From an optimization exercise on the open Yosys and OpenROAD flow, aimed at small area; shortcuts taken in it are not production practice.
Only simulation tests tie the RTL to the original design; equivalence was not proved.
Power is estimated from default activity; no workload was simulated.

<file path="flow/design.v">
package dev_pkg;
    localparam int byte_w         = 8;       
    localparam int upc_baud_div   = 67;      
    localparam int lc_baud_div    = 134;     
    localparam int rm_baud_div    = 67;      
    localparam int pwr_baud_div   = 67;      
    localparam int baud_cnt_w     = 16;      
    localparam int lfsr7_full     = 7'b1100010;    
    localparam int lfsr7_half     = 7'b1010010;    
    localparam int lfsr7_mask     = 7'b0111001;
    localparam int lfsr8_full     = 8'b11100110;   
    localparam int lfsr8_half     = 8'b10101000;   
    localparam int lfsr8_mask     = 8'b10011101;
    localparam int tx_queue_depth = 4;       
    localparam logic [byte_w-1:0] pwr_header = 8'h5A;    
    localparam int pwr_word_w     = 16;      
    localparam int pwr_word_cnt   = 6;       
    localparam int pwr_data_bytes = 12;      
    localparam int meas_w         = 32;      
    typedef logic [pwr_word_cnt-1:0][pwr_word_w-1:0] pwr_words_t;
endpackage
`timescale 1ns/1ps
module uart_rx #(
    parameter int BAUD_DIV     = dev_pkg::upc_baud_div,
    parameter bit CHECK_EN     = 1'b0,
    parameter bit CHECK_FILTER = 1'b0
) (
    input  logic        clk_sys,
    input  logic        rst_n,
    input  logic        rx,                      
    output logic [dev_pkg::byte_w-1:0] stream_data,        
    output logic        stream_valid,            
    output logic        bit_stb,                 
    output logic        stop_stb,                
    output logic        line_bit                 
);
    localparam int last_bit = CHECK_EN ? dev_pkg::byte_w + 2 : dev_pkg::byte_w + 1;
    localparam int cw = (BAUD_DIV > 127) ? 8 : 7;
    localparam logic [cw-1:0] c_first = (cw == 8) ? cw'(dev_pkg::lfsr8_half) : cw'(dev_pkg::lfsr7_half);
    localparam logic [cw-1:0] c_next  = (cw == 8) ? cw'(dev_pkg::lfsr8_full) : cw'(dev_pkg::lfsr7_full);
    localparam logic [cw-1:0] c_mask  = (cw == 8) ? cw'(dev_pkg::lfsr8_mask) : cw'(dev_pkg::lfsr7_mask);
    logic [2:0]                 rx_ff;       
    logic                       busy;        
    logic [cw-1:0]              cnt;
    logic [3:0]                 bit_idx;
    logic [dev_pkg::byte_w-1:0] shift_reg;   
    logic                       par_acc;     
    logic start_edge, mid_pt, fb;
    assign start_edge = rx_ff[2] & ~rx_ff[1];    
    assign busy       = bit_idx <= 4'(last_bit);
    assign mid_pt     = busy && ((cnt & c_mask) == (cw'(1) & c_mask));
    assign fb         = (cw == 8) ? (cnt[cw-1] ^ cnt[5] ^ cnt[4] ^ cnt[3]) : (cnt[cw-1] ^ cnt[cw-2]);
    assign stream_data  = shift_reg;
    assign stream_valid = bit_idx == 4'(last_bit + 1) && !(CHECK_FILTER && par_acc);
    assign bit_stb      = mid_pt && bit_idx != 4'd0 && bit_idx <= 4'(dev_pkg::byte_w);
    assign stop_stb     = mid_pt && bit_idx == 4'(last_bit);
    assign line_bit     = rx_ff[1];
    always_ff @(posedge clk_sys) begin
        if (!rst_n) rx_ff <= 3'b111;             
        else        rx_ff <= {rx_ff[1:0], rx};
        if (!rst_n) begin
            bit_idx <= 4'd15;
        end else if (!busy) begin
            bit_idx <= start_edge ? 4'd0 : 4'd15;
        end else if (mid_pt) begin
            if (bit_idx == 4'd0 && rx_ff[1]) bit_idx <= 4'd15;      
            else                             bit_idx <= bit_idx + 4'd1;
        end
        if (!busy) begin
            par_acc <= 1'b0;
        end else if (mid_pt && bit_idx != 4'd0 && bit_idx != 4'(last_bit)) begin
            par_acc <= par_acc ^ rx_ff[1];
        end
        if (!busy)       cnt <= c_first;
        else if (mid_pt) cnt <= c_next;
        else             cnt <= {cnt[cw-2:0], fb};
        if (bit_stb) shift_reg <= {rx_ff[1], shift_reg[dev_pkg::byte_w-1:1]};
    end
endmodule
`timescale 1ns/1ps
module uart_tx #(
    parameter int BAUD_DIV = dev_pkg::upc_baud_div,
    parameter bit CHECK_EN = 1'b0
) (
    input  logic                       clk_sys,
    input  logic                       rst_n,
    input  logic                       tx_en,        
    input  logic [dev_pkg::byte_w-1:0] tx_data,
    output logic                       tx            
);
    localparam logic [3:0] last_idx = CHECK_EN ? 4'd9 : 4'd8;
    localparam int cw = (BAUD_DIV > 127) ? 8 : 7;
    localparam logic [cw-1:0] c_load = (cw == 8) ? cw'(dev_pkg::lfsr8_full) : cw'(dev_pkg::lfsr7_full);
    localparam logic [cw-1:0] c_mask = (cw == 8) ? cw'(dev_pkg::lfsr8_mask) : cw'(dev_pkg::lfsr7_mask);
    logic [dev_pkg::byte_w-1:0] q_mem [4];
    logic [1:0]                 rd_ptr;          
    logic [1:0]                 fill;            
    logic                       busy;            
    localparam logic [3:0] idle_idx = 4'd11;
    logic [cw-1:0]              cnt;
    logic [3:0]                 bit_idx;
    logic                       par;             
    logic baud_wrap, last_bit, push, pop, fb, cur_bit;
    logic [1:0] wr_ptr, cur_ptr;
    assign fb        = (cw == 8) ? (cnt[cw-1] ^ cnt[5] ^ cnt[4] ^ cnt[3]) : (cnt[cw-1] ^ cnt[cw-2]);
    assign baud_wrap = (cnt & c_mask) == (cw'(1) & c_mask);
    assign last_bit  = bit_idx == last_idx;
    assign push      = tx_en && !(busy && fill == 2'd3);
    assign pop       = (fill != 2'd0) && (!busy || (baud_wrap && last_bit));
    assign wr_ptr    = rd_ptr + fill;
    assign cur_ptr   = rd_ptr - 2'd1;
    assign busy      = bit_idx != idle_idx;
    always_comb begin
        if (!bit_idx[3])     cur_bit = q_mem[cur_ptr][bit_idx[2:0]];
        else if (bit_idx[2]) cur_bit = 1'b0;                             
        else if (bit_idx[0] || !CHECK_EN) cur_bit = 1'b1;                
        else                 cur_bit = par;                              
    end
    assign tx = cur_bit;                         
    always_ff @(posedge clk_sys) begin
        if (!rst_n) fill <= '0;
        else        fill <= fill + 2'(push) - 2'(pop);
        if (pop) rd_ptr <= rd_ptr + 2'd1;
        if (!busy || baud_wrap) cnt <= c_load;
        else                    cnt <= {cnt[cw-2:0], fb};
        if (!rst_n)                                bit_idx <= idle_idx;
        else if (!busy || (baud_wrap && last_bit)) bit_idx <= pop ? 4'd15 : idle_idx;
        else if (baud_wrap)                        bit_idx <= bit_idx + 4'd1;
        if (bit_idx == 4'd15)                  par <= 1'b0;
        else if (baud_wrap && !bit_idx[3])     par <= par ^ cur_bit;
        if (push) q_mem[wr_ptr] <= tx_data;
    end
endmodule
`timescale 1ns/1ps
module pwr_monitor (
    input  logic                       clk_sys,
    input  logic                       rst_n,
    input  logic [dev_pkg::byte_w-1:0] stream_data,
    input  logic                       stream_valid,
    input  logic                       bit_stb,        
    input  logic                       stop_stb,       
    input  logic                       line_bit,       
    output logic [dev_pkg::meas_w-1:0] pwr_voltage,
    output logic [dev_pkg::meas_w-1:0] pwr_current,
    output logic [dev_pkg::meas_w-1:0] pwr_power,
    output logic                       pwr_valid      
);
    localparam int ww = dev_pkg::pwr_word_w;
    localparam int nb = dev_pkg::pwr_data_bytes * dev_pkg::byte_w;
    logic [3:0]                 pos;
    logic [dev_pkg::byte_w-1:0] sum;             
    logic                       frame_err;       
    logic [nb-1:0]              payload;         
    logic [dev_pkg::pwr_word_cnt*ww-1:0] words;  
    logic                       frame_ok;
    for (genvar k = 0; k < dev_pkg::pwr_word_cnt; k++) begin : g_words
        assign words[k*ww +: ww] = {payload[16*k +: 8], payload[16*k+8 +: 8]};
    end
    logic out_ld, out_hold;
    assign pwr_valid = pos == 4'd14;
    assign out_ld    = rst_n & frame_ok;
    assign out_hold  = rst_n & ~frame_ok;
    assign frame_ok = stream_valid && pos == 4'd13 && stream_data == sum && !frame_err;
    always_ff @(posedge clk_sys) begin
        if (bit_stb) payload <= {stream_data[0], payload[nb-1:1]};
        if (stop_stb) frame_err <= ~line_bit | (frame_err && pos != 4'd0);
        if (pos == 4'd0)                       sum <= '0;
        else if (stream_valid && pos != 4'd13) sum <= sum + stream_data;
        if (!rst_n) begin
            pos <= '0;
        end else if (pos >= 4'd14) begin
            pos <= '0;
        end else if (stream_valid) begin
            if (pos == 4'd0) begin
                if (stream_data == dev_pkg::pwr_header) pos <= 4'd1;
            end else if (pos == 4'd13) begin
                pos <= frame_ok ? 4'd14 : 4'd0;
            end else begin
                pos <= pos + 4'd1;
            end
        end
        pwr_voltage <= ({32{out_ld}} & {words[3*ww +: ww], words[0*ww +: ww]}) | ({32{out_hold}} & pwr_voltage);
        pwr_current <= ({32{out_ld}} & {words[4*ww +: ww], words[1*ww +: ww]}) | ({32{out_hold}} & pwr_current);
        pwr_power   <= ({32{out_ld}} & {words[5*ww +: ww], words[2*ww +: ww]}) | ({32{out_hold}} & pwr_power);
    end
endmodule
`timescale 1ns/1ps
module dev_top (
    input  logic                       clk_60m,
    input  logic                       rst_n,
    input  logic                       upc_cfg_uart_rx,
    output logic                       upc_cfg_uart_tx,
    input  logic [dev_pkg::byte_w-1:0] upconvert_cfg_data,
    input  logic                       upconvert_cfg_data_valid,
    output logic [dev_pkg::byte_w-1:0] upconvert_rd_data,
    output logic                       upconvert_rd_data_valid,
    input  logic                       pc_lcuart_rx,
    output logic                       pc_lcuart_tx,
    input  logic                       pc_lctx_en,
    input  logic [dev_pkg::byte_w-1:0] pc_lctx_data,
    output logic [dev_pkg::byte_w-1:0] pc_lcrx_data,
    output logic                       pc_lcrx_data_valid,
    input  logic                       pc_rmuart_rx,
    output logic                       pc_rmuart_tx,
    input  logic                       pc_rmtx_en,
    input  logic [dev_pkg::byte_w-1:0] pc_rmtx_data,
    output logic [dev_pkg::byte_w-1:0] pc_rmrx_data,
    output logic                       pc_rmrx_data_valid,
    input  logic                       pwr_uart_rx,
    output logic [dev_pkg::meas_w-1:0] pwr_voltage,
    output logic [dev_pkg::meas_w-1:0] pwr_current,
    output logic [dev_pkg::meas_w-1:0] pwr_power,
    output logic                       pwr_valid
);
    logic upc_bit_stb, upc_stop_stb, upc_line;
    logic lc_bit_stb, lc_stop_stb, lc_line;
    logic rm_bit_stb, rm_stop_stb, rm_line;
    logic [dev_pkg::byte_w-1:0] pwr_rx_data;
    logic pwr_rx_valid, pwr_bit_stb, pwr_stop_stb, pwr_line;
    uart_rx #(.BAUD_DIV(dev_pkg::upc_baud_div), .CHECK_EN(1'b0), .CHECK_FILTER(1'b0))
    u1_uart_rx (.clk_sys(clk_60m), .rst_n(rst_n), .rx(upc_cfg_uart_rx),
                .stream_data(upconvert_rd_data), .stream_valid(upconvert_rd_data_valid),
                .bit_stb(upc_bit_stb), .stop_stb(upc_stop_stb), .line_bit(upc_line));
    uart_tx #(.BAUD_DIV(dev_pkg::upc_baud_div), .CHECK_EN(1'b0))
    u1_uart_tx (.clk_sys(clk_60m), .rst_n(rst_n), .tx_en(upconvert_cfg_data_valid),
                .tx_data(upconvert_cfg_data), .tx(upc_cfg_uart_tx));
    uart_rx #(.BAUD_DIV(dev_pkg::lc_baud_div), .CHECK_EN(1'b1), .CHECK_FILTER(1'b1))
    u2_uart_rx (.clk_sys(clk_60m), .rst_n(rst_n), .rx(pc_lcuart_rx),
                .stream_data(pc_lcrx_data), .stream_valid(pc_lcrx_data_valid),
                .bit_stb(lc_bit_stb), .stop_stb(lc_stop_stb), .line_bit(lc_line));
    uart_tx #(.BAUD_DIV(dev_pkg::lc_baud_div), .CHECK_EN(1'b1))
    u2_uart_tx (.clk_sys(clk_60m), .rst_n(rst_n), .tx_en(pc_lctx_en),
                .tx_data(pc_lctx_data), .tx(pc_lcuart_tx));
    uart_rx #(.BAUD_DIV(dev_pkg::rm_baud_div), .CHECK_EN(1'b1), .CHECK_FILTER(1'b1))
    u3_uart_rx (.clk_sys(clk_60m), .rst_n(rst_n), .rx(pc_rmuart_rx),
                .stream_data(pc_rmrx_data), .stream_valid(pc_rmrx_data_valid),
                .bit_stb(rm_bit_stb), .stop_stb(rm_stop_stb), .line_bit(rm_line));
    uart_tx #(.BAUD_DIV(dev_pkg::rm_baud_div), .CHECK_EN(1'b1))
    u3_uart_tx (.clk_sys(clk_60m), .rst_n(rst_n), .tx_en(pc_rmtx_en),
                .tx_data(pc_rmtx_data), .tx(pc_rmuart_tx));
    uart_rx #(.BAUD_DIV(dev_pkg::pwr_baud_div), .CHECK_EN(1'b0), .CHECK_FILTER(1'b0))
    u4_uart_rx (.clk_sys(clk_60m), .rst_n(rst_n), .rx(pwr_uart_rx),
                .stream_data(pwr_rx_data), .stream_valid(pwr_rx_valid),
                .bit_stb(pwr_bit_stb), .stop_stb(pwr_stop_stb), .line_bit(pwr_line));
    pwr_monitor u_pwr_monitor (
        .clk_sys     (clk_60m     ),             
        .rst_n       (rst_n       ),             
        .stream_data (pwr_rx_data ),             
        .stream_valid(pwr_rx_valid),             
        .bit_stb     (pwr_bit_stb ),             
        .stop_stb    (pwr_stop_stb),             
        .line_bit    (pwr_line    ),             
        .pwr_voltage (pwr_voltage ),             
        .pwr_current (pwr_current ),             
        .pwr_power   (pwr_power   ),             
        .pwr_valid   (pwr_valid   )              
    );
endmodule
</file>
<file path="flow/flow/run.sh">
#!/bin/bash
# The standard layout (standard.sh) with these changes:
#  - synthesis is synth_recipe.tcl as given, except that yosys's extract_fa step is skipped
#    (adders are left to ABC instead of fixed half/full adder cells) and ABC maps the logic
#    with an area-oriented script (flow/area.abc: a time-limited &deepsyn restructuring, then
#    area-recovering &nf mapping) in place of ORFS's; the registers are the standard
#    synthesis's, ABC only maps the logic between them
#  - ports are buffered with sky130_fd_sc_hd__buf_1 instead of the cell buffer_ports picks
#    by itself (a 10 um2 delay buffer)
#  - the clock tree uses clkbuf_8 clusters of up to 18 registers and no dummy loads
# make's output goes to standard.log, ORFS's per-step logs to orfs/logs/
set -euo pipefail
W=$(pwd)
cat > "$W/synth_area.tcl" <<EOF
# synth_recipe.tcl with ABC's script replaced by flow/area.abc and extract_fa skipped
proc abc {args} {
  set i [lsearch -exact \$args -script]
  if {\$i >= 0} { set args [lreplace \$args [expr {\$i + 1}] [expr {\$i + 1}] {$W/flow/area.abc}] }
  yosys abc {*}\$args
}
proc extract_fa {args} { }
source {$W/synth_recipe.tcl}
EOF
sed "s|SYNTH_SCRIPT=[^ ]*|SYNTH_SCRIPT=$W/synth_area.tcl|" standard.sh > standard_area.sh
grep -q "SYNTH_SCRIPT=$W/synth_area.tcl" standard_area.sh
export BUFFER_PORTS_ARGS="-buffer_cell sky130_fd_sc_hd__buf_1"
export CTS_ARGS="-sink_clustering_enable -repair_clock_nets -dont_use_dummy_load -buf_list sky130_fd_sc_hd__clkbuf_8 -sink_clustering_size 18 -sink_clustering_max_diameter 70"
bash standard_area.sh > standard.log 2>&1
</file>
<file path="flow/flow/area.abc">
strash
&get -n
&deepsyn -T 60
&put
dch -f
&get -n
&nf -R 1000 -p -F 8 -A 4 -C 32
&put
topo
dnsize -c
</file>
<file path="flow/standard.sh">
#!/bin/bash
# synth_recipe.tcl (not shown) runs the flow's synth.tcl, then flattens the netlist and writes it again
# the make line also repeats each setting of config.mk as NAME=value (left out here)
make -C /OpenROAD-flow-scripts/flow DESIGN_CONFIG=/design/flow/config.mk WORK_HOME=/design/flow/orfs CLKGATE_MAP_FILE= SYNTH_SCRIPT=/design/flow/synth_recipe.tcl "${@:-finish}"
</file>
<file path="flow/config.mk">
export PLATFORM = sky130hd
export DESIGN_NAME = dev_top
export DESIGN_NICKNAME = dev_top
export VERILOG_FILES = /design/flow/design.v
export SDC_FILE = /design/flow/constraint.sdc
export NUM_CORES = 4
export LEC_CHECK = 0
export ABC_AREA = 1
export CAP_MARGIN = 20
export CORE_MARGIN = 2
export CORE_UTILIZATION = 80
export SLEW_MARGIN = 20
</file>
<file path="flow/constraint.sdc">
create_clock -name core_clock -period 10.0 [get_ports {clk_60m}]
set_input_delay 2.0000 -clock core_clock [delete_from_list [all_inputs] [get_ports {clk_60m}]]
set_output_delay 2.0000 -clock core_clock [all_outputs]
set_load 0.01 [all_outputs]
</file>
==> summary.txt, run 1 <==
Timing
  – Final worst slack: roughly 5000 ps
  – Fin. Hold Viols: 0
  – Max-Slew Margin vs Limit: about 30%
  – Endpoints failing setup: 0
  – Setup Skew: approximately 40 ps
  – Fmax: 203.1 MHz
  – Fin. max-slew vios: 0
  – Unrepaired setup endpoints after global routing: false
  – Worst slew pin tran: 1061 ps
  – Post-layout min period: 4923 ps
  – Crit share post-route: 49.23%
  – Setup TNS: 0 ps

Die
  – Initial cell density of the core: 81.07%
  – Die height: 141.2 µm
  – Placeable core area: 0.01858 mm²
  – DIE WIDTH: roughly 140 µm
  – I/O pins: between 150 and 200
  – FP Rows: 50
  – Die Area: 0.01994 mm²

CTS
  – Worst-path clk slew: 100 ps
  – Clock Path Buffers: 3
  – CTS tree: done
  – Clock Tree Root: clkbuf_8
  – H-tree depth: 1
  – CTS buffer count: 28
  – CTS Hold Bufs: 0
  – Worst skew pair latency: just under 600 ps
  – Setup bufs post-CTS: 0
  – Post-cts resize count: 0
  – Clock sink count: 440

Setup path
  – WS Path Type: reg2out
  – Worst R2R End: u1_uart_tx.q_mem[1][6]$_DFFE_PP_
  – CP max FO: 10
  – Worst reg2reg setup slack: 6490 ps
  – R2r startpoint: u1_uart_tx.bit_idx[0]$_SDFFE_PN1P_
  – Critical Path Source Type: register
  – Worst Path Required: roughly 8000 ps
  – Critical Path AT: slightly below 3000 ps
  – Cells on worst reg2reg path: 6
  – Crit end category: primary output

Route
  – Post-DR wirelength/cell: 19.45 µm
  – Antenna viol nets, final: 0
  – Initial DRC count: 881
  – Remaining DRCs: 0
  – Vias/cell: 6.388
  – Detailed Routing Iterations Pass 1: 5
  – Detailed-route wire length: 28910 µm
  – Vias post-DR: 9493

Hold path
  – Worst hold path startpoint: u3_uart_rx.rx_ff[0]$_SDFF_PN1_
  – Hold Crit Class: reg2reg
  – Hold endpoint: u3_uart_rx.rx_ff[1]$_SDFF_PN1_
  – Hold depth: 1

Global route
  – Most Crowded Layer GR: met2
  – Initial antenna violation count: 0
  – Met2 Use GR: 48.47%
  – Remaining Overflow, GRT: 0
  – Met3 usage: 3.838%
  – Pin count of the biggest net entering global routing: slightly below 100
  – GR Layer Usage met1: 39.22%
  – Global Route Usage Sum: 28.49%
  – Global-route wire length before repair: 45610 µm
  – Vias in the first global route: 9155

Yosys
  – Flops & latches, synth: 440
  – Area of the mapped netlist: approximately 0.015 mm²
  – Syn_nets: 1085
  – Most frequent cell after synthesis: edfxtp_1
  – Async S/R FF share, synth: 0%
  – Post-synth EDFFs: 231
  – Synth area leaders: edfxtp_1 46%, dfxtp_1 28%, a22o_1 5.6%, nand2b_1 2.0%, nor2_1 1.5%
  – Leading area contributor after synthesis: edfxtp_1
  – YS warnings: 7
  – Syn_area_per_cell: between 10 and 15 µm²
  – Most used flip-flop cell after synthesis: edfxtp_1
  – Count of cell types in the netlist: 55
  – Synthesized instance count: approximately 1100
  – Post-synth top area share: 46.05%
  – Post-synth top cells: 231 x edfxtp_1, 209 x dfxtp_1, 96 x a22o_1
  – Seq/Total Area, Yosys: between 70% and 80%

Finish
  – Fraction of layout cells with a size suffix above 1: 3.834%
  – Area Growth Syn to Fin: 9.220%
  – Max FFs per register: 96
  – Post-layout nets: 1287
  – Largest reg by FF count: u_pwr_monitor.payload
  – Non-Filler Instances: about 1500
  – Ant diodes: 0

Pwr
  – PD cells: about 180 mW/mm²
  – Total power: 2901 µW
  – Max IR drop VDD: 157.1 µV
  – Static leakage: about 0.0054 µW

Placed design
  – GPL Wtd Cong: 0.8054
  – Dpl cells: around 1500
  – Worst slack at placement: 5231 ps
  – IO Port Bufs: 159
  – Detail Placement HPWL: between 15000 and 20000 µm

Job
  – Maxcap violations: 0

Outcome
  – Status: timing/DRC/antenna clean
## placed cells by master, fill, tap and decap left out, types with 10 or more instances in the layout
cell | synthesis | routed
nor3_1 | 17 | 17
a21oi_1 | 29 | 29
xnor2_1 | 20 | 20
clkbuf_8 | 0 | 28
nor3b_1 | 12 | 11
o22ai_1 | 31 | 31
dfxtp_1 | 209 | 209
o21a_1 | 10 | 10
nand2_1 | 53 | 53
o21ai_0 | 44 | 44
buf_1 | 0 | 158
and2_0 | 19 | 18
buf_4 | 0 | 13
nand2b_1 | 48 | 48
xor2_1 | 16 | 16
a22o_1 | 96 | 96
nand3_1 | 17 | 17
nor2_1 | 61 | 61
nor2b_1 | 23 | 22
edfxtp_1 | 231 | 231
## worst max-delay path by stage
stage / start / slack (ps) / endpoint
2_1_floorplan: u4_uart_rx.bit_idx[1]$_SDFFE_PN1P_ / 620 / u4_uart_rx.shift_reg[0]$_DFFE_PP_
3_5_place_dp: rst_n / 5230 / u_pwr_monitor.pwr_current[14]$_DFF_P_
3_3_place_gp: rst_n / 5280 / u_pwr_monitor.pwr_voltage[24]$_DFF_P_
6_report: u2_uart_tx.rd_ptr[0]$_DFFE_PP_ / 5080 / pc_lcuart_tx
5_1_grt: u2_uart_tx.rd_ptr[0]$_DFFE_PP_ / 4740 / pc_lcuart_tx
4_1_cts: u2_uart_tx.rd_ptr[0]$_DFFE_PP_ / 5060 / pc_lcuart_tx
## through the flow
| stage | area, µm² | hold slack [ps] | utilization [%] |
|---|---|---|---|
| floorplan | 15060 | 386.3 | - |
| global placement | 16070 | 390.3 | 86.47 |
| detailed placement | 16070 | 396.1 | 86.47 |
| CTS | 16450 | 417.2 | 88.55 |
| global route | 16450 | 441.7 | 88.55 |
| finish | 16450 | 412.8 | 88.55 |
## cell type report
type / instances / area, µm²
flip-flops and latches: 440 / 11120
clock buffers: 28 / 385.4
repair buffers: 172 / 695.7
multi-input cells: 603 / 3924
well taps: 234 / 292.8
fillers: 818 / 2128
inverters: 9 / 33.78
## cell families after synthesis
kind of cell | count (synthesis) | synth area share (%)
xor gates and xnor gates | 36 | 2.093
and+or+nand+nor | 290 | 10.15
muxes | 5 | 0.5814
adders and majority gates | 3 | 0.1994
buffers and inverters | 9 | 0.2243
AOI/OAI and AO/OA | 269 | 12.92
DFF | 440 | 73.83
## power by group
part	switching [µW]	internal, µW	total (µW)
clock	490	251	742
sequential	35.2	1950	1990
combinational	107	63.1	170
## worst max-delay path: stages, from the launching register on
cell and delay [ps]:
edfxtp_1 530, clkinv_1 170, nand2_1 260, o22ai_1 110, o21ai_0 210, a21oi_1 100, a221o_1 290, a211oi_1 330
nand2b_1 170, buf_1 150
## routing by layer
metal  share of wire [%]  vias to the layer above  routed length [µm]
met5                   0                        -                   0
met4                 1.8                        0                 512
met3                 7.1                       52                2056
met2                  50                      414               14560
met1                  41                     4633               11780
li1                    -                     4394                   -
==> run 2: changes to the inputs <==
--- a/flow/flow/run.sh
+++ b/flow/flow/run.sh
@@ -24,5 +24,5 @@
 sed "s|SYNTH_SCRIPT=[^ ]*|SYNTH_SCRIPT=$W/synth_area.tcl|" standard.sh > standard_area.sh
 grep -q "SYNTH_SCRIPT=$W/synth_area.tcl" standard_area.sh
 export BUFFER_PORTS_ARGS="-buffer_cell sky130_fd_sc_hd__buf_1"
-export CTS_ARGS="-sink_clustering_enable -repair_clock_nets -dont_use_dummy_load -buf_list sky130_fd_sc_hd__clkbuf_8 -sink_clustering_size 18 -sink_clustering_max_diameter 70"
+export CTS_ARGS="-sink_clustering_enable -repair_clock_nets -dont_use_dummy_load -buf_list sky130_fd_sc_hd__clkbuf_8 -sink_clustering_size 22 -sink_clustering_max_diameter 60"
 bash standard_area.sh > standard.log 2>&1
==> run 2 against run 1 <==
Synthesized cell count is 1.1% higher; die area is 0.33% higher; non-clock buffer count is 3 lower; first-iteration DRC count is 12% higher; cell area stayed put; count of clock-buffer cells in the layout is 3 lower; critical path type unchanged; core utilization is 0.30 points lower; sequential power hardly changed; wire length is 1.2% higher; total power is 2.8% lower.
==> summary.txt, run 2 <==
Pwr
  – Logic pwr share: under 10%
  – P_sw: 603.9 µW
  – Internal power: about 2200 µW
  – Max IR drop VDD: 157.3 µV
  – Sw Ratio: 21.41%
  – Static leakage: between 0.005 and 0.006 µW
  – PD cells: 171.4 mW/mm²
  – Clk pwr share: 25.3%
  – Total power: 2820 µW
  – Power share of the sequential group: between 70% and 80%

Die
  – Die height: 141.5 µm
  – Placeable core area: 0.01864 mm²
  – I/O pins: 160
  – Initial cell density of the core: between 80% and 90%
  – Die Area: 0.02001 mm²
  – DIE WIDTH: 141.5 µm
  – FP Rows: 50

Global route
  – Vias in the first global route: 8928
  – Global-route wire length before repair: 46060 µm
  – Initial antenna violation count: 0
  – Remaining Overflow, GRT: 0
  – Global Route Usage Sum: 28.76%
  – Pin count of the biggest net entering global routing: 98

Route
  – Initial DRC count: 986
  – Remaining DRCs: 0
  – Detailed-route wire length: 29250 µm
  – Detailed Routing Iterations Pass 1: 8
  – Post-DR wirelength/cell: between 15 and 20 µm
  – Vias/cell: between 6 and 7
  – Vias post-DR: 9613
  – Antenna viol nets, final: 0

CTS
  – CTS tree: done
  – Worst-path clk slew: 120 ps
  – Clock Tree Root: clkbuf_8
  – Clock Path Buffers: 3
  – Clock sink count: 440
  – CTS buffer count: 25
  – Post-cts resize count: 0
  – Worst skew pair latency: 590 ps
  – H-tree depth: 1
  – CTS Hold Bufs: 0
  – Setup bufs post-CTS: 0

Yosys
  – Leading area contributor after synthesis: edfxtp_1
  – Syn_nets: 1097
  – Most frequent cell after synthesis: edfxtp_1
  – Post-synth top area share: 45.89%
  – Post-synth top cells: 231 x edfxtp_1, 209 x dfxtp_1, 100 x a22o_1
  – Most used flip-flop cell after synthesis: edfxtp_1
  – Seq/Total Area, Yosys: 73.58%
  – Synthesized instance count: 1064
  – Syn_area_per_cell: 14.21 µm²
  – Async S/R FF share, synth: 0%
  – Count of cell types in the netlist: 57
  – Synth area leaders: edfxtp_1 46%, dfxtp_1 28%, a22o_1 5.8%, nand2b_1 1.8%, nor2_1 1.7%
  – YS warnings: 7
  – Area of the mapped netlist: 0.01511 mm²
  – Post-synth EDFFs: around 230
  – Flops & latches, synth: 440

Finish
  – Largest reg by FF count: u_pwr_monitor.payload
  – Fill cell count: 861
  – Area Growth Syn to Fin: 8.849%
  – Ant diodes: 0
  – Max FFs per register: 96
  – Post-layout nets: 1293
  – Fraction of layout cells with a size suffix above 1: under 10%
  – Most frequent cells in the layout: 231 x edfxtp_1, 209 x dfxtp_1, 158 x buf_1
  – Non-Filler Instances: 1492
  – Most common cell after layout, fill and taps aside: edfxtp_1

Setup path
  – R2r startpoint: u4_uart_rx.shift_reg[0]$_DFFE_PP_
  – Critical Path Source Type: register
  – Worst reg2reg setup slack: 6610 ps
  – WS Path Type: reg2out
  – Crit end category: primary output
  – Worst R2R End: u_pwr_monitor.sum[6]$_SDFFE_PP0P_
  – Worst Path Required: 8000 ps
  – Critical Path AT: 2960 ps
  – Cells on worst reg2reg path: 13
  – CP max FO: 18

Hold path
  – Hold Crit Class: reg2reg
  – Hold depth: 1
  – Worst hold path startpoint: u1_uart_rx.rx_ff[0]$_SDFF_PN1_
  – Hold endpoint: u1_uart_rx.rx_ff[1]$_SDFF_PN1_

Outcome
  – Status: timing/DRC/antenna clean

Timing
  – Max-Slew Margin vs Limit: 28.92%
  – Setup TNS: 0 ps
  – Worst slew pin tran: about 1100 ps
  – Crit share post-route: between 40% and 50%
  – Fin. Hold Viols: 0
  – Endpoints failing setup: 0
  – Unrepaired setup endpoints after global routing: false
  – Fin. max-slew vios: 0
  – Post-layout min period: 4961 ps
  – Setup Skew: 73.44 ps
  – Fmax: roughly 200 MHz

Placed design
  – GPL Wtd Cong: 0.8428
  – IO Port Bufs: around 160
  – Dpl cells: 1467
  – Detail Placement HPWL: 19230 µm

Job
  – Maxcap violations: 0
[run 2: worst max-delay path, cell delays in order, from the launching register on]
cell	delay (ps)
dfxtp_1	740
nand2b_1	340
o21ai_0	310
o22ai_1	100
a2111oi_0	600
o21ai_0	140
buf_1	150
[run 2: how the worst max path moves through the flow]
| stage | start | endpoint | slack (ps) | depth (start not counted) |
|---|---|---|---|---|
| finish | u1_uart_tx.bit_idx[0]$_SDFFE_PN1P_ | upc_cfg_uart_tx | 5040 | 6 |
| global route | u1_uart_tx.bit_idx[0]$_SDFFE_PN1P_ | upc_cfg_uart_tx | 4720 | 6 |
| CTS | u1_uart_tx.bit_idx[0]$_SDFFE_PN1P_ | upc_cfg_uart_tx | 5060 | 6 |
| detailed placement | rst_n | u_pwr_monitor.pwr_current[0]$_DFF_P_ | 4480 | 10 |
| global placement | rst_n | u_pwr_monitor.pwr_current[7]$_DFF_P_ | 4550 | 10 |
| floorplan | rst_n | u_pwr_monitor.pwr_current[0]$_DFF_P_ | 1350 | 7 |
[run 2: logic make-up (layout without fill, tap and decap cells)]
family                     after synthesis  after routing  synth area share, %
adders and majority gates                3              3               0.1987
and+or+nand+nor                        299            299                10.49
xor gates and xnor gates                36             36                2.086
AOI/OAI and AO/OA                      266            266                12.90
buffers and inverters                   16            210               0.3974
DFF                                    440            440                73.58
muxes                                    4              4               0.3559
[run 2: metrics by stage]
| stage | setup WS [ps] | hold slack (ps) | instance area (µm²) | util [%] |
|---|---|---|---|---|
| final | 5039 | 374.2 | 16450 | 88.25 |
| after global routing | 4724 | 401.8 | 16450 | 88.25 |
| after CTS | 5060 | 374.3 | 16450 | 88.25 |
| after detailed placement | 4477 | 392.5 | 16110 | 86.40 |
| after global placement | 4552 | 389.2 | 16110 | 86.40 |
| after floorplan | 1348 | 386.3 | 15110 | - |
[run 2: area by class of cell]
| type | count | area (µm²) | area share (%) |
|---|---|---|---|
| clock buffer | 25 | 344.1 | 2.091 |
| timing repair buffer | 169 | 673.1 | 4.092 |
| tap | 234 | 292.8 | 1.780 |
| multi-input combinational | 608 | 3961 | 24.08 |
| inverter | 16 | 60.06 | 0.3650 |
| sequential | 440 | 11120 | 67.59 |
[run 2: power groups by stage]
stage                     Sequential, µW  Combinational (µW)  Clock [µW]
after floorplan                     2000                89.3           0
after global placement              2010                 124           0
after detailed placement            2010                 131           0
after CTS                           1970                 132         721
after global routing                1980                 147         783
final                               1970                 133         714
[run 2: routing by layer]
layer  up-vias  wire length, µm  track usage, %
met3        47             2144           3.780
met1      4715            12320           42.05
met2       432            14190           46.96
met5         -                0               0
li1       4419                -               -
met4         0              596           7.579
==> run 3: changes to the inputs <==
--- a/flow/flow/run.sh
+++ b/flow/flow/run.sh
@@ -2,7 +2,7 @@
 # The standard layout (standard.sh) with these changes:
 #  - synthesis is synth_recipe.tcl as given, except that yosys's extract_fa step is skipped
 #    (adders are left to ABC instead of fixed half/full adder cells) and ABC maps the logic
-#    with an area-oriented script (flow/area.abc: a time-limited &deepsyn restructuring, then
+#    with an area-oriented script (flow/area.abc: an &deepsyn restructuring that stops after 400 steps without gain, then
 #    area-recovering &nf mapping) in place of ORFS's; the registers are the standard
 #    synthesis's, ABC only maps the logic between them
 #  - ports are buffered with sky130_fd_sc_hd__buf_1 instead of the cell buffer_ports picks
@@ -24,5 +24,5 @@
 sed "s|SYNTH_SCRIPT=[^ ]*|SYNTH_SCRIPT=$W/synth_area.tcl|" standard.sh > standard_area.sh
 grep -q "SYNTH_SCRIPT=$W/synth_area.tcl" standard_area.sh
 export BUFFER_PORTS_ARGS="-buffer_cell sky130_fd_sc_hd__buf_1"
-export CTS_ARGS="-sink_clustering_enable -repair_clock_nets -dont_use_dummy_load -buf_list sky130_fd_sc_hd__clkbuf_8 -sink_clustering_size 22 -sink_clustering_max_diameter 60"
+export CTS_ARGS="-sink_clustering_enable -repair_clock_nets -dont_use_dummy_load -buf_list sky130_fd_sc_hd__clkbuf_8 -sink_clustering_size 18 -sink_clustering_max_diameter 70"
 bash standard_area.sh > standard.log 2>&1
==> flow/flow/area.abc (replaced) <==
strash
&get -n
&deepsyn -J 400 -T 600
&put
dch -f
&get -n
&nf -R 1000 -p -F 8 -A 4 -C 32
&put
topo
dnsize -c
--- a/flow/config.mk
+++ b/flow/config.mk
@@ -6,7 +6,8 @@
 export NUM_CORES = 4
 export LEC_CHECK = 0
 export ABC_AREA = 1
-export CAP_MARGIN = 20
+export CAP_MARGIN = 5
 export CORE_MARGIN = 2
 export CORE_UTILIZATION = 80
-export SLEW_MARGIN = 20
+export GPL_TIMING_DRIVEN = 0
+export SLEW_MARGIN = 5
==> run 3 against run 2 <==
Global-route usage is 0.13 points lower; sequential share of layout area shrank 0.14 points; hold slack improved by 49 ps; synthesized area down 0.72%; largest cell class unchanged; critical path depth up 4; clock skew fell by 33 ps; total power rose by 4.9%; first-iteration DRC count decreased by 1.9%; synthesized cell count is 0.47% lower; core utilization is 0.48 points higher; sequential cell count stayed put.
==> summary.txt, run 3 <==
CTS
  – Clock sink count: 440
  – H-tree depth: 1
  – CTS Hold Bufs: 0
  – CTS tree: done
  – Setup bufs post-CTS: 0
  – Post-cts resize count: 0
  – CTS buffer count: 28
  – Worst skew pair latency: 580 ps
  – Worst-path clk slew: roughly 100 ps
  – Clock Tree Root: clkbuf_8
  – Clock Path Buffers: 3

Setup path
  – CP max FO: 40
  – Worst Path Required: 10480 ps
  – Critical Path AT: between 6000 and 7000 ps
  – Slowest cell on crit path: a2111oi_0
  – Critical Path Source Type: input pin
  – Slowest stage delay, CP: 780 ps
  – Cells on worst reg2reg path: 9
  – WS Path Type: in2reg
  – Worst reg2reg setup slack: ~6300 ps
  – R2r startpoint: u4_uart_rx.shift_reg[4]$_DFFE_PP_
  – Crit end category: register
  – Crit-path cells: buf_2 > clkinv_1 > a2111oi_0 > nand3_1 > a2111oi_0 > and2_4 > nor2_4 > buf_12 > buf_12 > a22o_1
  – Worst R2R End: u_pwr_monitor.pwr_voltage[7]$_DFF_P_

Finish
  – Ant diodes: 0
  – Max FFs per register: 96
  – Fraction of layout cells with a size suffix above 1: 3.733%
  – Post-layout nets: 1294
  – Most common cell after layout, fill and taps aside: edfxtp_1
  – Most frequent cells in the layout: 231 x edfxtp_1, 209 x dfxtp_1, 158 x buf_1
  – Final instance area: 0.01649 mm²
  – Area Growth Syn to Fin: 9.864%
  – Utilization after layout: 88.73%
  – Largest reg by FF count: u_pwr_monitor.payload

Timing
  – Worst slew pin tran: 1086 ps
  – Max-Slew Margin vs Limit: between 20% and 30%
  – Endpoints failing setup: 0
  – Fin. Hold Viols: 0
  – Fmax: 175.4 MHz
  – Setup Skew: 40.82 ps
  – Post-layout min period: 5701 ps
  – Crit share post-route: 57.01%
  – Unrepaired setup endpoints after global routing: false
  – Fin. max-slew vios: 0

Die
  – Placeable core area: 0.01858 mm²
  – Die height: 141.0 µm
  – I/O pins: 160
  – FP Rows: 50
  – DIE WIDTH: 141.0 µm
  – Initial cell density of the core: about 80%
  – Die Area: a little under 0.02 mm²

Yosys
  – Post-synth top cells: 231 x edfxtp_1, 209 x dfxtp_1, 96 x a22o_1
  – Async S/R FF share, synth: 0%
  – Post-synth top area share: between 40 and 50%
  – Synthesized instance count: 1059
  – Most frequent cell after synthesis: edfxtp_1
  – Flops & latches, synth: 440
  – Leading area contributor after synthesis: edfxtp_1
  – Syn_area_per_cell: 14.17 µm²
  – Post-synth EDFFs: 231
  – Synth area leaders: edfxtp_1 46%, dfxtp_1 28%, a22o_1 5.6%, nor2_1 1.9%, nand2b_1 1.8%
  – Syn_nets: 1092
  – Seq/Total Area, Yosys: 74.11%
  – YS warnings: 7
  – Count of cell types in the netlist: 55
  – Area of the mapped netlist: 0.01501 mm²
  – Most used flip-flop cell after synthesis: edfxtp_1

Hold path
  – Worst hold path startpoint: u2_uart_tx.cnt[1]$_SDFF_PP1_
  – Hold depth: 1
  – Hold Crit Class: reg2reg
  – Hold endpoint: u2_uart_tx.cnt[2]$_SDFF_PP1_

Global route
  – Global-route wire length before repair: 45820 µm
  – Global Route Usage Sum: 28.63%
  – Remaining Overflow, GRT: 0
  – Pin count of the biggest net entering global routing: 59
  – Initial antenna violation count: 0
  – Vias in the first global route: 9158

Pwr
  – Static leakage: approximately 0.0054 µW
  – Clk pwr share: 24.8%
  – PD cells: 179.5 mW/mm²
  – Max IR drop VDD: ~200 µV
  – Sw Ratio: 22.22%
  – Internal power: 2302 µW
  – Logic pwr share: 6.6%
  – Power share of the sequential group: approximately two thirds
  – P_sw: 657.5 µW

Placed design
  – Dpl cell area: 0.01609 mm²
  – IO Port Bufs: 159
  – GPL Wtd Cong: between 0.8 and 0.9
  – Detail Placement HPWL: 18890 µm

Route
  – Antenna viol nets, final: 0
  – Detailed Routing Iterations Pass 1: 5
  – Remaining DRCs: 0
  – Vias post-DR: approximately 9700
  – Initial DRC count: approximately 970
  – Detailed-route wire length: 28760 µm
  – Vias/cell: 6.476
  – Post-DR wirelength/cell: 19.26 µm

Outcome
  – Status: timing/DRC/antenna clean

Job
  – Maxcap violations: 0
[run 3: cell type report]
type                    instances  area, µm²
flip-flops and latches        440      11120
multi-input cells             607       3867
fillers                       835       2095
repair buffers                172      774.5
clock buffers                  28      385.4
well taps                     234      292.8
inverters                      12      45.04
[run 3: critical path, delay by kind of cell]
family	cells	cell delay (ps)
buffers and inverters	4	1570
AOI/OAI and AO/OA	3	1510
and+or+nand+nor	3	1050
[run 3: layer usage]
| metal | part of all wire [%] | global-route usage [%] |
|---|---|---|
| met3 | 7.4 | 4.042 |
| met4 | 2.1 | 8.842 |
| met5 | 0 | 0 |
| met2 | 48 | 46.16 |
| met1 | 42 | 41.69 |
[run 3: worst max path at each step]
stage / startpoint / endpoint / slack [ps]
6_report: rst_n / u_pwr_monitor.pwr_voltage[7]$_DFF_P_ / 4300
4_1_cts: rst_n / u_pwr_monitor.pwr_voltage[7]$_DFF_P_ / 4460
3_3_place_gp: rst_n / u_pwr_monitor.pwr_voltage[7]$_DFF_P_ / -7010
5_1_grt: rst_n / u_pwr_monitor.pwr_voltage[7]$_DFF_P_ / 4100
2_1_floorplan: u4_uart_rx.bit_idx[1]$_SDFFE_PN1P_ / u4_uart_rx.bit_idx[1]$_SDFFE_PN1P_ / 160
3_5_place_dp: rst_n / u_pwr_monitor.pwr_voltage[7]$_DFF_P_ / 3880
[run 3: power groups by stage]
stage | combinational [µW] | sequential [µW] | clock, µW
2_1_floorplan | 135 | 2060 | 0
3_3_place_gp | 182 | 2060 | 0
3_5_place_dp | 193 | 2070 | 0
4_1_cts | 195 | 2030 | 745
5_1_grt | 217 | 2040 | 806
6_report | 195 | 2030 | 734
[run 3: kinds of logic after synthesis]
family                     after synthesis  share of synthesized area, %
and+or+nand+nor                        310                         10.64
AOI/OAI and AO/OA                      258                         12.62
xor gates and xnor gates                33                         1.926
adders and majority gates                4                        0.2668
DFF                                    440                         74.11
muxes                                    2                        0.1334
buffers and inverters                   12                        0.3002
[run 3: through the flow]
step | cells | setup TNS [ps] | hold WS, ps | setup slack (ps) | total power (µW)
after detailed placement | 1465 | 0 | 397.9 | 3876 | 2261
final | 1493 | 0 | 422.9 | 4299 | 2959
after floorplan | 1059 | 0 | 386.3 | 157.4 | 2190
after global placement | 1452 | -990620 | 388.6 | -7009 | 2246
after CTS | 1493 | 0 | 425.4 | 4455 | 2968
after global routing | 1493 | 0 | 441.8 | 4098 | 3061
==> run 4: changes to the inputs <==
--- a/flow/config.mk
+++ b/flow/config.mk
@@ -9,5 +9,4 @@
 export CAP_MARGIN = 5
 export CORE_MARGIN = 2
 export CORE_UTILIZATION = 80
-export GPL_TIMING_DRIVEN = 0
 export SLEW_MARGIN = 5
==> run 4 against run 3 <==
Non-clock buffer count decreased by 4; sequential cell count unchanged; combinational power about the same; hold slack got worse by 6.3 ps; wire length hardly changed; maximum frequency grew 6.3%; sequential power is essentially flat; cell area shrank 0.75%; highest routed layer unchanged; critical path type unchanged; count of clock-buffer cells in the layout stayed put; synthesized area stayed put; total power increased by 0.27%; critical path depth unchanged; still clean.
==> summary.txt, run 4 <==
Outcome
  – Status: timing/DRC/antenna clean

Timing
  – Fin. max-slew vios: 0
  – Fmax: 186.5 MHz
  – Worst slew pin tran: 1059 ps
  – Max-Slew Margin vs Limit: between 20 and 30%
  – Endpoints failing setup: 0
  – Setup Skew: approximately 48 ps
  – Unrepaired setup endpoints after global routing: false
  – Post-layout min period: 5363 ps
  – Crit share post-route: 53.63%
  – Setup TNS: 0 ps
  – Fin. Hold Viols: 0

CTS
  – Worst-path clk slew: between 100 and 150 ps
  – Setup bufs post-CTS: 0
  – H-tree depth: 1
  – Clock sink count: 440
  – Worst skew pair latency: 560 ps
  – Post-cts resize count: 0
  – CTS buffer count: 28
  – Clock Path Buffers: 3
  – Clock Tree Root: clkbuf_8
  – CTS Hold Bufs: 0
  – CTS tree: done

Setup path
  – CP Launch Point: rst_n
  – Crit end category: register
  – Critical Path Source Type: input pin
  – Cells on worst reg2reg path: 8
  – CP max FO: 97
  – Worst Path Required: 10490 ps
  – Critical Path AT: 5850 ps
  – WS Path Type: in2reg
  – R2r startpoint: u4_uart_rx.shift_reg[4]$_DFFE_PP_

Finish
  – Most frequent cells in the layout: 231 x edfxtp_1, 209 x dfxtp_1, 158 x buf_1
  – Area occupied by multi-input gates: slightly below 0.004 mm²
  – Largest reg by FF count: u_pwr_monitor.payload
  – Non-Filler Instances: about 1500
  – Max FFs per register: 96
  – Register area: 0.01112 mm²
  – Most common cell after layout, fill and taps aside: edfxtp_1
  – Area Growth Syn to Fin: 9.038%
  – Post-layout nets: 1290
  – Fill cell count: 854
  – Ant diodes: 0
  – Fraction of layout cells with a size suffix above 1: between 3 and 4%

Yosys
  – Area of the mapped netlist: ~0.015 mm²
  – Post-synth EDFFs: 231
  – Post-synthesis compound-gate area fraction: 12.62%
  – Count of cell types in the netlist: 55
  – Flops & latches, synth: 440
  – Most used flip-flop cell after synthesis: edfxtp_1
  – Post-Synth Adder-Cell Area: 0.2668%
  – Mux cell area share after synthesis: 0.1334%
  – Seq/Total Area, Yosys: 74.11%
  – Post-synth top area share: a little under half
  – Post-synth top cells: 231 x edfxtp_1, 209 x dfxtp_1, 96 x a22o_1
  – Most frequent cell after synthesis: edfxtp_1
  – Syn_nets: 1092
  – Main combinational cell family by area after synthesis: compound AO/OA/AOI/OAI gates
  – Simple-Gate Fraction of Synth Area: between 10% and 20%
  – Synthesized instance count: 1059
  – XOR/XNOR Fraction of Synth Area: 1.926%
  – Async S/R FF share, synth: 0%
  – Synth area leaders: edfxtp_1 46%, dfxtp_1 28%, a22o_1 5.6%, nor2_1 1.9%, nand2b_1 1.8%
  – Leading area contributor after synthesis: edfxtp_1
  – YS warnings: 7
  – Syn_area_per_cell: 14.17 µm²

Die
  – DIE WIDTH: 141.0 µm
  – Die height: between 100 and 150 µm
  – Initial cell density of the core: 80.76%
  – I/O pins: 160
  – Die Area: 0.01987 mm²
  – FP Rows: 50
  – Placeable core area: 0.01858 mm²

Hold path
  – Hold depth: 1
  – Hold Crit Class: reg2reg
  – Worst hold path startpoint: u2_uart_rx.rx_ff[0]$_SDFF_PN1_

Pwr
  – Static leakage: 0.005350 µW
  – Total power: about 3000 µW
  – PD cells: 181.4 mW/mm²
  – Max IR drop VDD: approximately 150 µV

Route
  – Detailed Routing Iterations Pass 1: 5
  – Vias post-DR: 9522
  – Met1 wire length: 11810 µm
  – Met3 wire len: 2114 µm
  – Remaining DRCs: 0
  – Detailed-route wire length: 28770 µm
  – Antenna viol nets, final: 0
  – Routed length on met2: roughly 14000 µm
  – Vias/cell: 6.395
  – Initial DRC count: about 740
  – Post-DR wirelength/cell: 19.32 µm
  – Top layer in use: met4

Global route
  – Global-route wire length before repair: 45170 µm
  – Vias in the first global route: a little over 9000
  – Pin count of the biggest net entering global routing: 98
  – Remaining Overflow, GRT: 0
  – Initial antenna violation count: 0
  – Global Route Usage Sum: between 20 and 30%

Job
  – Maxcap violations: 0

Placed design
  – GPL Wtd Cong: 0.8363
  – Dpl cells: 1460
  – IO Port Bufs: 159
  – Detail Placement HPWL: about 19000 µm
==> run 4: report_power, final <==
group	switching [µW]	internal [µW]	total, µW
logic	130	63.0	193
clock network	492	252	744
registers	44.8	1990	2030
total	666	2300	2970
==> run 4: cells by family (layout without fill, tap and decap cells) <==
family,count (synthesis),after routing
DFF,440,440
and+or+nand+nor,310,310
AOI/OAI and AO/OA,258,258
xor gates and xnor gates,33,33
buffers and inverters,12,208
adders and majority gates,4,4
muxes,2,2
==> run 4: layout make-up <==
cell class,instances,share of cell area (%)
flip-flops and latches,440,67.97
multi-input cells,607,23.56
inverters,12,0.2753
repair buffers,168,4.053
clock buffers,28,2.355
well taps,234,1.789
==> run 4: layer usage <==
metal	GRT usage, %	vias to the layer above
met3	3.838	47
met4	8.474	0
met5	0	-
met2	47.47	425
li1	-	4431
met1	39.32	4619
==> run 4: worst paths after layout <==
path	end	slack, ps
max	u_pwr_monitor.pwr_current[7]$_DFF_P_	4640
min	u2_uart_rx.rx_ff[1]$_SDFF_PN1_	420
max reg2reg	u_pwr_monitor.pwr_current[7]$_DFF_P_	6320
min reg2reg	u2_uart_rx.rx_ff[1]$_SDFF_PN1_	420
==> run 4: per-stage QoR <==
| stage | hold WS (ps) | utilization, % | setup WS (ps) | cell area, µm² |
|---|---|---|---|---|
| floorplan | 386.3 | - | 157.4 | 15010 |
| global placement | 389.1 | 85.96 | 4323 | 15970 |
| detailed placement | 392.5 | 85.96 | 4140 | 15970 |
| CTS | 417.2 | 88.03 | 4740 | 16360 |
| global route | 425.6 | 88.06 | 4429 | 16360 |
| finish | 416.7 | 88.06 | 4637 | 16360 |
==> run 4: worst max-delay path: stages <==
cell and delay (ps):
clkbuf_2 80, buf_4 310, clkinv_1 480, a2111oi_0 480
nand3_1 150, a2111oi_0 530, and2_4 970, nor2_4 -10
buf_4 400, a22o_1 330
==> run 5: changes to the inputs <==
--- a/flow/config.mk
+++ b/flow/config.mk
@@ -8,5 +8,5 @@
 export ABC_AREA = 1
 export CAP_MARGIN = 5
 export CORE_MARGIN = 2
-export CORE_UTILIZATION = 80
+export CORE_UTILIZATION = 88
 export SLEW_MARGIN = 5
==> run 5 against run 4 <==
The flow now stops in clock tree synthesis (4_1_cts); synthesized cell count unchanged; synthesized area unchanged.
==> summary.txt, run 5 <==
CTS
  – H-tree depth: 1
  – Clock Path Buffers: 3
  – CTS buffer count: 28
  – Clock sink count: 440
  – Setup bufs post-CTS: 0
  – Post-cts resize count: 0
  – CTS Hold Bufs: 0
  – Clock Tree Root: clkbuf_8

Yosys
  – Mux cell area share after synthesis: 0.1334%
  – Most used flip-flop cell after synthesis: edfxtp_1
  – Main combinational cell family by area after synthesis: compound AO/OA/AOI/OAI gates
  – Simple-Gate Fraction of Synth Area: between 10% and 20%
  – Post-Synth Adder-Cell Area: less than 1%
  – Post-synth EDFFs: roughly 230
  – Most frequent cell after synthesis: edfxtp_1
  – Synthesized instance count: 1059
  – Seq/Total Area, Yosys: 74.11%
  – Post-synth top area share: a little under half
  – XOR/XNOR Fraction of Synth Area: slightly below 2%
  – Flops & latches, synth: 440
  – Syn_area_per_cell: 14.17 µm²
  – Count of cell types in the netlist: between 50 and 60
  – YS warnings: 7
  – Synth area leaders: edfxtp_1 46%, dfxtp_1 28%, a22o_1 5.6%, nor2_1 1.9%, nand2b_1 1.8%
  – Post-synthesis compound-gate area fraction: between 10% and 20%
  – Async S/R FF share, synth: 0%
  – Area of the mapped netlist: roughly 0.015 mm²
  – Syn_nets: 1092
  – Post-synth top cells: 231 x edfxtp_1, 209 x dfxtp_1, 96 x a22o_1
  – Leading area contributor after synthesis: edfxtp_1

Die
  – FP Rows: 47
  – DIE WIDTH: 134.6 µm
  – I/O pins: 160
  – Initial cell density of the core: 90.17%
  – Die height: 134.6 µm

Outcome
  – Status: did not finish
  – Exit stage: clock tree synthesis (4_1_cts)
  – Error msg: [ERROR DPL-0033] detailed placement checks failed during check placement.

Placed design
  – Detail Placement HPWL: 25500 µm
  – IO Port Bufs: approximately 160
  – GPL Wtd Cong: about 0.84
## run 5: cell counts after synthesis
Identical to the previous run, type by type.
## run 5: worst max-delay path by stage
stage               slack, ps                                     to  cells past startpoint
floorplan                 160     u4_uart_rx.bit_idx[1]$_SDFFE_PN1P_                      5
global placement         4380   u_pwr_monitor.pwr_voltage[6]$_DFF_P_                     10
detailed placement       4060  u_pwr_monitor.pwr_current[17]$_DFF_P_                     10
## run 5: power groups by stage
stage / Combinational [µW] / Sequential (µW) / Clock [µW]
3_5_place_dp: 202 / 2080 / 0
2_1_floorplan: 135 / 2060 / 0
3_3_place_gp: 180 / 2060 / 0
## run 5: kinds of logic after synthesis
family | after synthesis
fa+ha+maj | 4
mux | 2
compound gates | 258
buf+inv | 12
simple gates | 310
xor+xnor | 33
flops | 440
## run 5: metrics by stage
step	worst slack (ps)	std cells	util [%]	area [µm²]	hold WS [ps]
after floorplan	157.4	1059	-	15010	386.3
after global placement	4384	1445	95.81	15950	389.8
after detailed placement	4059	1445	95.81	15950	396.7
==> run 6: changes to the inputs <==
--- a/flow/design.v
+++ b/flow/design.v
@@ -94,20 +94,19 @@
     localparam logic [cw-1:0] c_mask = (cw == 8) ? cw'(dev_pkg::lfsr8_mask) : cw'(dev_pkg::lfsr7_mask);
     logic [dev_pkg::byte_w-1:0] q_mem [4];
     logic [1:0]                 rd_ptr;          
-    logic [1:0]                 fill;            
+    logic [1:0]                 wr_ptr;          
     logic                       busy;            
     localparam logic [3:0] idle_idx = 4'd11;
     logic [cw-1:0]              cnt;
     logic [3:0]                 bit_idx;
     logic                       par;             
     logic baud_wrap, last_bit, push, pop, fb, cur_bit;
-    logic [1:0] wr_ptr, cur_ptr;
+    logic [1:0] cur_ptr;
     assign fb        = (cw == 8) ? (cnt[cw-1] ^ cnt[5] ^ cnt[4] ^ cnt[3]) : (cnt[cw-1] ^ cnt[cw-2]);
     assign baud_wrap = (cnt & c_mask) == (cw'(1) & c_mask);
     assign last_bit  = bit_idx == last_idx;
-    assign push      = tx_en && !(busy && fill == 2'd3);
-    assign pop       = (fill != 2'd0) && (!busy || (baud_wrap && last_bit));
-    assign wr_ptr    = rd_ptr + fill;
+    assign push      = tx_en && !(busy && wr_ptr + 2'd1 == rd_ptr);
+    assign pop       = (wr_ptr != rd_ptr) && (!busy || (baud_wrap && last_bit));
     assign cur_ptr   = rd_ptr - 2'd1;
     assign busy      = bit_idx != idle_idx;
     always_comb begin
@@ -118,9 +117,9 @@
     end
     assign tx = cur_bit;                         
     always_ff @(posedge clk_sys) begin
-        if (!rst_n) fill <= '0;
-        else        fill <= fill + 2'(push) - 2'(pop);
-        if (pop) rd_ptr <= rd_ptr + 2'd1;
+        if (!rst_n)    wr_ptr <= rd_ptr;
+        else if (push) wr_ptr <= wr_ptr + 2'd1;
+        if (pop && rst_n) rd_ptr <= rd_ptr + 2'd1;
         if (!busy || baud_wrap) cnt <= c_load;
         else                    cnt <= {cnt[cw-2:0], fb};
         if (!rst_n)                                bit_idx <= idle_idx;
--- a/flow/flow/run.sh
+++ b/flow/flow/run.sh
@@ -2,9 +2,9 @@
 # The standard layout (standard.sh) with these changes:
 #  - synthesis is synth_recipe.tcl as given, except that yosys's extract_fa step is skipped
 #    (adders are left to ABC instead of fixed half/full adder cells) and ABC maps the logic
-#    with an area-oriented script (flow/area.abc: an &deepsyn restructuring that stops after 400 steps without gain, then
-#    area-recovering &nf mapping) in place of ORFS's; the registers are the standard
-#    synthesis's, ABC only maps the logic between them
+#    with an area-oriented script (flow/area.abc: &deepsyn restructuring that stops after
+#    400 steps without gain, then area-recovering &nf mapping) in place of ORFS's; the
+#    registers are the standard synthesis's, ABC only maps the logic between them
 #  - ports are buffered with sky130_fd_sc_hd__buf_1 instead of the cell buffer_ports picks
 #    by itself (a 10 um2 delay buffer)
 #  - the clock tree uses clkbuf_8 clusters of up to 18 registers and no dummy loads
--- a/flow/config.mk
+++ b/flow/config.mk
@@ -8,5 +8,5 @@
 export ABC_AREA = 1
 export CAP_MARGIN = 5
 export CORE_MARGIN = 2
-export CORE_UTILIZATION = 88
+export CORE_UTILIZATION = 80
 export SLEW_MARGIN = 5
==> run 6 against run 5 <==
Synthesized area is essentially flat; synthesized cell count shrank 0.85%; the run now finishes clean.
==> summary.txt, run 6 <==
Die
  – Initial cell density of the core: 80.75%
  – I/O pins: 160
  – FP Rows: 50
  – Die height: 141.0 µm
  – Placeable core area: 0.01858 mm²
  – DIE WIDTH: 141.0 µm
  – Die Area: a little under 0.02 mm²

Yosys
  – Seq/Total Area, Yosys: 74.52%
  – Most frequent cell after synthesis: edfxtp_1
  – Count of cell types in the netlist: 50
  – Leading area contributor after synthesis: edfxtp_1
  – Post-synth top area share: between 40% and 50%
  – Synth area leaders: edfxtp_1 47%, dfxtp_1 27%, a22o_1 5.6%, nand2b_1 1.9%, nor2_1 1.8%
  – Post-synth EDFFs: 237
  – Post-synth top cells: 237 x edfxtp_1, 203 x dfxtp_1, 96 x a22o_1
  – Syn_area_per_cell: approximately 14 µm²
  – Most used flip-flop cell after synthesis: edfxtp_1
  – YS warnings: 7
  – Async S/R FF share, synth: 0%
  – Synthesized instance count: 1050
  – Area of the mapped netlist: 0.01500 mm²
  – Syn_nets: 1083
  – Flops & latches, synth: 440

Timing
  – Unrepaired setup endpoints after global routing: false
  – Fmax: 205.9 MHz
  – Fin. Hold Viols: 0
  – Setup Skew: 36.16 ps
  – Crit share post-route: 48.58%
  – Worst slew pin tran: 1059 ps
  – Max-Slew Margin vs Limit: 29.40%
  – Endpoints failing setup: 0
  – Setup TNS: 0 ps
  – Post-layout min period: about 4900 ps
  – Fin. max-slew vios: 0
  – Final worst slack: 5142 ps

Placed design
  – GPL Wtd Cong: 0.8128
  – Detail Placement HPWL: 18790 µm
  – Dpl cells: roughly 1500
  – Worst slack at placement: 4965 ps
  – IO Port Bufs: 159

Finish
  – Most common cell after layout, fill and taps aside: edfxtp_1
  – Area Growth Syn to Fin: 9.565%
  – Utilization after layout: 88.48%
  – Ant diodes: 0
  – Fraction of layout cells with a size suffix above 1: 4.140%
  – Post-layout nets: 1291
  – Largest reg by FF count: u_pwr_monitor.payload
  – Most frequent cells in the layout: 237 x edfxtp_1, 203 x dfxtp_1, 158 x buf_1
  – Max FFs per register: 96
  – Fill cell count: 815
  – Non-Filler Instances: 1490

Outcome
  – Status: timing/DRC/antenna clean

Global route
  – Met2 Use GR: 50.17%
  – Global-route wire length before repair: 47110 µm
  – Initial antenna violation count: 0
  – Remaining Overflow, GRT: 0
  – GR Layer Usage met1: 41.09%
  – Global Route Usage Sum: 29.75%
  – Most Crowded Layer GR: met2
  – Met3 usage: 3.838%
  – Pin count of the biggest net entering global routing: 98
  – Vias in the first global route: 9130

Setup path
  – R2r startpoint: u4_uart_rx.shift_reg[4]$_DFFE_PP_
  – CP max FO: 8
  – Worst Path Required: 8000 ps
  – Crit end category: primary output
  – Worst reg2reg setup slack: 6430 ps
  – WS Path Type: reg2out
  – CP Buf/Inv Count: 2
  – Critical Path AT: 2860 ps
  – Slowest cell on crit path: o41ai_1
  – CP Launch Point: u2_uart_tx.rd_ptr[0]$_DFFE_PP_
  – Slowest stage delay, CP: 670 ps
  – Critical Path Source Type: register
  – CP delay by family, top: compound AO/OA/AOI/OAI gates
  – Crit-path cells: clkinv_1 > nand2_1 > nor2_1 > o41ai_1 > nor3_1 > nor2_1 > o41ai_1 > nand2_1 > buf_1

Route
  – Detailed-route wire length: 29810 µm
  – Antenna viol nets, final: 0
  – Initial DRC count: 792
  – Vias post-DR: 9569
  – Remaining DRCs: 0
  – Vias/cell: 6.422
  – Post-DR wirelength/cell: ~20 µm
  – Detailed Routing Iterations Pass 1: 5

Pwr
  – PD cells: 203.4 mW/mm²
  – Total power: 3343 µW
  – Static leakage: 0.005401 µW
  – Max IR drop VDD: 216.7 µV

CTS
  – Clock Path Buffers: 3
  – Worst-path clk slew: 100 ps
  – Clock sink count: 440
  – H-tree depth: 1
  – Worst skew pair latency: between 500 and 600 ps
  – Clock Tree Root: clkbuf_8
  – CTS buffer count: 28
  – Setup bufs post-CTS: 0
  – CTS Hold Bufs: 0
  – CTS tree: done
  – Post-cts resize count: 0

Hold path
  – Worst hold path startpoint: u3_uart_rx.rx_ff[0]$_SDFF_PN1_
  – Hold Crit Class: reg2reg

Job
  – Maxcap violations: 0
## run 6: cell count changes after synthesis, sizes merged, moves of 5 or more
cell / previous run / this run
o21ai: 32 / 43
a21oi: 40 / 24
dfxtp: 209 / 203
and3: 3 / 8
edfxtp: 231 / 237
a31oi: 10 / 5
nor2b: 18 / 13
nor2: 76 / 71
nand4b: 0 / 5
nor3b: 5 / 11
## run 6: through the flow
stage	hold slack (ps)	instance area [µm²]
after floorplan	386.3	15000
after global placement	389.3	16050
after detailed placement	401.0	16050
after CTS	425.9	16430
after global routing	445.1	16440
final	418.7	16440
## run 6: report_power, final
group | total (µW) | switching [µW] | leakage, µW | internal (µW)
registers | 2160 | 108 | 0.00362 | 2060
clock network | 745 | 493 | 0.000201 | 252
logic | 434 | 263 | 0.00158 | 171
## run 6: worst paths after layout
kind,to,depth (start not counted)
min reg2reg,u3_uart_rx.rx_ff[1]$_SDFF_PN1_,1
max reg2reg,u_pwr_monitor.pwr_power[7]$_DFF_P_,7
min,u3_uart_rx.rx_ff[1]$_SDFF_PN1_,1
max,pc_lcuart_tx,9
## run 6: kinds of logic (layout without fill, tap and decap cells)
family | count (synthesis) | after routing | share of synthesized area [%]
AOI/OAI and AO/OA | 237 | 237 | 11.62
xor gates and xnor gates | 31 | 31 | 1.810
buffers and inverters | 16 | 222 | 0.4003
DFF | 440 | 440 | 74.52
muxes | 6 | 6 | 0.4003
and+or+nand+nor | 320 | 320 | 11.26
## run 6: area by class of cell
cell class	instances	area (µm²)	area share (%)
Sequential cell	440	11180	68.01
Clock buffer	28	385.4	2.344
Inverter	16	60.06	0.3653
Tap cell	234	292.8	1.781
Multi-Input combinational cell	594	3782	23.01
Timing Repair Buffer	178	738.2	4.490
## run 6: per-layer routing
layer,up-vias,part of all wire (%)
li1,4395,-
met1,4597,40
met2,496,49
met3,81,7.5
met4,0,3.0
met5,-,0

[static timing again, ports no longer ideal]
In the flow no input, the clock included, has a driving cell. The finished layouts below were timed again as built, in two steps.
Step 1 (the two cells are an assumption about what drives the block):
set clk [get_ports {clk_60m}]
set_driving_cell -lib_cell sky130_fd_sc_hd__clkbuf_16 $clk
set_driving_cell -lib_cell sky130_fd_sc_hd__buf_2 [delete_from_list [all_inputs] $clk]
Step 2 also shifts input and output timing later by t, the mid clock arrival at the registers, as if the neighbouring blocks saw the same clock.
a / b / c = ideal ports / drivers / drivers and shift; a / b = the first two.
| run | t, ns | setup WS [ns] | worst setup path after step 2 | clock arrival spread, ns | worst slew at a driven data input, ns |
|---|---|---|---|---|---|
| run 1 | 0.616 | 5.077 / 5.033 / 5.166 | input to register | 0.046 / 0.046 | 0.05 |
| run 2 | 0.600 | 5.039 / 4.997 / 4.459 | input to register | 0.075 / 0.076 | 0.05 |
| run 3 | 0.601 | 4.299 / 4.318 / 3.716 | input to register | 0.042 / 0.041 | 0.04 |
| run 4 | 0.600 | 4.637 / 4.656 / 4.056 | input to register | 0.078 / 0.078 | 0.04 |
| run 6 | 0.607 | 5.142 / 5.102 / 4.860 | input to register | 0.039 / 0.039 | 0.05 |
After both steps setup and hold are still met in every run listed. For run 3, which loses most, drivers alone change the setup slack by +0.019 ns; drivers and shift together by -0.583 ns.
